From an optimization exercise on the open Yosys and OpenROAD flow, aimed at small area, a short achievable clock period and few clock cycles per item; shortcuts taken in it are not production practice.
The RTL was checked by simulation tests, not by an equivalence proof against the original design.
Power and IR drop assume default switching activity.

== v6 ==
==> flow/design.v (excerpt) <==
module nearest_centroid_color_classifier_core
(
    input  logic                        clk,
    input  logic                        rst_n,
    input  logic                        cfg_wr_en,
    input  logic [ncc_pkg::CNT_W-1:0]   cfg_wr_data,
    input  logic                        in_valid,
    output logic                        in_stall,
    input  logic                        req_type,
    input  logic [ncc_pkg::IDX_W-1:0]   entry_index,
    input  logic [ncc_pkg::CHAN_W-1:0]  chan_y,
    input  logic [ncc_pkg::CHAN_W-1:0]  chan_cb,
    input  logic [ncc_pkg::CHAN_W-1:0]  chan_cr,
    output logic                        out_valid,
    input  logic                        out_stall,
    output logic [ncc_pkg::IDX_W-1:0]   class_index
);
Size in the first run: roughly 22000 cells after synthesis, about 57 I/O pins, roughly 230000 µm² of cells after synthesis.
Settings: LEC_CHECK=0, CAP_MARGIN=20, CORE_MARGIN=2, CORE_UTILIZATION=50, PLACE_DENSITY=0.65, SETUP_SLACK_MARGIN=3.6, SLEW_MARGIN=20, SYNTH_HIERARCHICAL=1; clock period 7.0 ns.
run.sh (not shown) runs the stock make flow with config.mk's settings and CLKGATE_MAP_FILE= SYNTH_SCRIPT=/design/flow/synth_recipe.tcl, a recipe that flattens the netlist after the stock synthesis.
v6 has completed all stages; timing, DRC and antenna checks passed.
Testbench counts of v6, summed over its fixed seeds: cycles 5,663, items 5,018.
--- input diff v6..v7 ---
# v6
export LEC_CHECK = 0
export CAP_MARGIN = 20
export CORE_MARGIN = 2
export CORE_UTILIZATION = 50
export PLACE_DENSITY = 0.65
export SETUP_SLACK_MARGIN = 3.6
export SLEW_MARGIN = 20
export SYNTH_HIERARCHICAL = 1
create_clock -name core_clock -period 7.0 [get_ports {clk}]
# v7
export LEC_CHECK = 0
export CAP_MARGIN = 20
export CORE_MARGIN = 2
export CORE_UTILIZATION = 50
export PLACE_DENSITY = 0.65
export SETUP_SLACK_MARGIN = 3.3
export SLEW_MARGIN = 20
export SYNTH_HIERARCHICAL = 1
create_clock -name core_clock -period 7.0 [get_ports {clk}]
==> run notes <==
v7 has less setup slack than v6. Comparing v7 against v6, there is no change at all in post-synthesis sequential element count. Reported for v7 and v6, instance count on the critical path turned out identical to the last digit. Compared to v6, v7 has global routing met1 resource utilization 0.45 points lower. The layout-stage area growth over the synthesis result in v7 sits 2.6 points below the value recorded for v6. v7 ended with less clock buffer count than v6. Relative to v6, final weighted congestion in routability-driven placement increased by about 0.7% in v7. For the clock network fraction of design power, v7 came in 0.3 points higher than v6 did. The required time reported for the critical path endpoint in v7 was higher than what v6 gave.

* * *

Setup of run 5:
Starting RTL as in the previous note.
==> flow/design.v (excerpt) <==
module nearest_centroid_color_classifier_core
(
    input  logic                        clk,
    input  logic                        rst_n,
    input  logic                        cfg_wr_en,
    input  logic [ncc_pkg::CNT_W-1:0]   cfg_wr_data,
    input  logic                        in_valid,
    output logic                        in_stall,
    input  logic                        req_type,
    input  logic [ncc_pkg::IDX_W-1:0]   entry_index,
    input  logic [ncc_pkg::CHAN_W-1:0]  chan_y,
    input  logic [ncc_pkg::CHAN_W-1:0]  chan_cb,
    input  logic [ncc_pkg::CHAN_W-1:0]  chan_cr,
    output logic                        out_valid,
    input  logic                        out_stall,
    output logic [ncc_pkg::IDX_W-1:0]   class_index
);
make LEC_CHECK=0 CAP_MARGIN=20 CORE_MARGIN=2 CORE_UTILIZATION=50 PLACE_DENSITY=0.65 SETUP_SLACK_MARGIN=3.9 SLEW_MARGIN=20 SYNTH_HIERARCHICAL=1 finish   # period 7.0 ns
Testbench counts of run 5, summed over its fixed seeds: cycles 5,663, items 5,018.
diff inputs: run 5 => run 3
Settings: a change of SETUP_SLACK_MARGIN from 3.9 to 3.3; a change of CORE_UTILIZATION from 50 to 60; a change of PLACE_DENSITY from 0.65 to 0.75.
==> run notes <==
Run 3: via count is 7,819 lower than what run 5 reported.
Power of the sequential group (higher): run 3
Delta (run 3 minus run 5): post-DP HPWL now smaller; detailed-route wire length now smaller; worst hold slack higher; max-slew headroom at the worst pin down 10 points.
Compared to run 5, run 3 has die span in x 8.7% lower.
| core footprint | run 3 vs run 5 | 17% lower |
Note that the overall power recorded for run 5 amounts to 1.08 times the value seen in run 3.
Relative to run 5, number of nets in the layout decreased by 1,692 in run 3.

==> separate check: timing with driven ports <==
In the flow no input, the clock included, has a driving cell. The finished layouts below were timed again as built, in two steps.
Step 1: set_driving_cell puts a clkbuf_16 on clk and a buf_2 on each other input, an assumption about the parent block.
Step 2 adds t to the input delays and takes it off the output delays; t is the mean of the earliest and latest rising clock arrival at the registers after step 1. Input paths then give back, and output paths get back, about the clock's delay inside the block.
Three values: ideal, step 1, step 2; two values: the first two.
run	shift t [ns]	setup slack, ns	worst setup path at the end
v6	1.089	3.591 / 3.589 / 2.866	input to register
v7	1.107	3.368 / 3.368 / 2.896	input to register
run 5	1.102	3.643 / 3.643 / 3.042	input to register
run 3	1.052	3.339 / 3.339 / 2.871	input to register
After both steps every run listed still meets setup and hold. For v6, which loses most, drivers alone change the setup slack by -0.002 ns; drivers and shift together by -0.725 ns.
